From an optimization exercise on the open Yosys and OpenROAD flow, aimed at small area, a short achievable clock period and few clock cycles; shortcuts taken in it are not production practice.
Function was checked by simulation only, so behaviour that the tests miss may differ from the original.

Setup of exp/raven:
==> flow/design.v (excerpt) <==
module largest_prime_factor (
  input  logic                          clk,
  input  logic                          rst_n,
  input  logic                          in_valid,
  output logic                          in_stall,
  input  logic [lpf_pkg::OUT_WIDTH-1:0] in_value,
  output logic                          out_valid,
  input  logic                          out_stall,
  output logic [lpf_pkg::OUT_WIDTH-1:0] out_largest_factor,
  output logic                          out_status
);
Size in the first run: about 4400 cells after synthesis, about 210 flip-flops, roughly 140 I/O pins.
==> flow/config.mk <==
export PLATFORM = sky130hd
export DESIGN_NAME = largest_prime_factor
export DESIGN_NICKNAME = largest_prime_factor
export VERILOG_FILES = /design/flow/design.v
export SDC_FILE = /design/flow/constraint.sdc
export NUM_CORES = 4
export LEC_CHECK = 0
export ABC_AREA = 1
export CAP_MARGIN = 20
export CORE_MARGIN = 2
export CORE_UTILIZATION = 40
export SLEW_MARGIN = 20
==> flow/constraint.sdc <==
create_clock -name core_clock -period 8.0 [get_ports {clk}]
set_input_delay 1.6000 -clock core_clock [delete_from_list [all_inputs] [get_ports {clk}]]
set_output_delay 1.6000 -clock core_clock [all_outputs]
set_load 0.01 [all_outputs]
run.sh (not shown) runs the stock make flow with config.mk's settings and CLKGATE_MAP_FILE= SYNTH_SCRIPT=/design/flow/synth_recipe.tcl, a recipe that flattens the netlist after the stock synthesis.
Testbench counts of exp/raven, summed over its fixed seeds: cycles 157,584.
## Diff of input files: exp/garnet against exp/raven
--- a/flow/design.v
+++ b/flow/design.v
@@ -264,28 +264,22 @@
   assign q_top2   = q_r[top_m2*K +: K];
   assign lt_top2  = (top_m2 < CW'(lpf_pkg::DCHUNK)) && (d_inc[top_m2[DCW-1:0]*K +: K] != '0);
   assign fit1     = (top_pass >= CW'(1)) && ((DW+1)'(q_top) < d_inc);
   assign fit2     = (top_pass >= CW'(2)) && ((DW+1)'({q_top, q_top1}) < d_inc);
   assign fit3     = (top_pass >= CW'(3)) && ((DW+1)'({q_top, q_top1, q_top2}) < d_inc);
   assign q_one    = (q_r[VW-1:1] == '0);
   logic [DW-1:0]   qdiv;
   assign qdiv = rz_r ? d_prev : DW'(dx_sum);
   logic            c1_quo, c1_zero;          
   logic            start;                    
   logic            f_rz, f_lt, f_rz1;        
-  logic [CW-1:0]   qtop_idx;
-  always_comb begin
-    qtop_idx = '0;
-    for (int c = 0; c < lpf_pkg::NCHUNK; c++)
-      if (q_r[c*K +: K] != '0) qtop_idx = CW'(c);
-  end
   logic [DW-1:0]   w_alt;
   logic [FW-1:0]   w1_alt;
   logic [1:0]      cmp_alt, cmp1_alt;
   logic [VW-1:0]   q_alt;
   logic            w_eng, w1_eng, cmp_eng, cmp1_eng, q_wr;
   always_comb begin
     state_nxt  = state_r;
     busy_nxt   = busy_r;
     ovalid_nxt = ovalid_r;
     q_alt      = q_r;
     d_nxt      = d_r;
@@ -336,23 +330,23 @@
           q_alt      = {{(VW-2){1'b0}}, twos_r, 1'b0};
           ovalid_nxt = 1'b1;
           state_nxt  = ST_DONE;
         end else if (!q_r[0]) begin
           q_alt    = q_r >> 1;
           twos_nxt = 1'b1;
         end else begin
           status_nxt = 1'b0;
           d_nxt      = DW'(3);
           wide_nxt   = 1'b0;
           widx_nxt   = '0;
-          j_nxt      = qtop_idx;
+          j_nxt      = CW'(lpf_pkg::NCHUNK - 1);
           state_nxt  = ST_PRE;
         end
       end
       ST_PRE: begin
         if (q_one) begin
           q_alt      = {{(VW-DW){1'b0}}, d_r};
           ovalid_nxt = 1'b1;
           state_nxt  = ST_DONE;
         end else begin
           d1_nxt    = dx_sum;
           w_alt     = '0;
Count of inserted antenna diode cells: higher on exp/raven
Between exp/garnet and exp/raven, synthesis-to-layout area growth is lower for exp/garnet, exp/raven comes in above that.
exp/raven → exp/garnet: area share of fa/ha/maj cells after synthesis held.
Testbench counts of exp/garnet, summed over its fixed seeds: cycles 160,428.

port drivers added, routing unchanged:
Ports are ideal in the flow. The routed layouts listed here were re-timed in OpenROAD. Step 1, drivers: a clkbuf_16 drives clk and a buf_2 each remaining input, both assumed. Step 2 adds t to the input delays and takes it off the output delays; t is the mean of the earliest and latest rising clock arrival at the registers after step 1. Input paths then give back, and output paths get back, about the clock's delay inside the block. a / b / c = ideal ports / drivers / drivers and shift; a / b = the first two.
run | t, ns | setup WS [ns] | worst setup path after step 2 | clock arrival spread, ns
exp/raven | 0.655 | 0.339 / 0.339 / 0.339 | register to register | 0.041 / 0.041
exp/garnet | 0.653 | 0.526 / 0.526 / 0.526 | register to register | 0.016 / 0.016
After both steps every run listed still meets setup and hold.
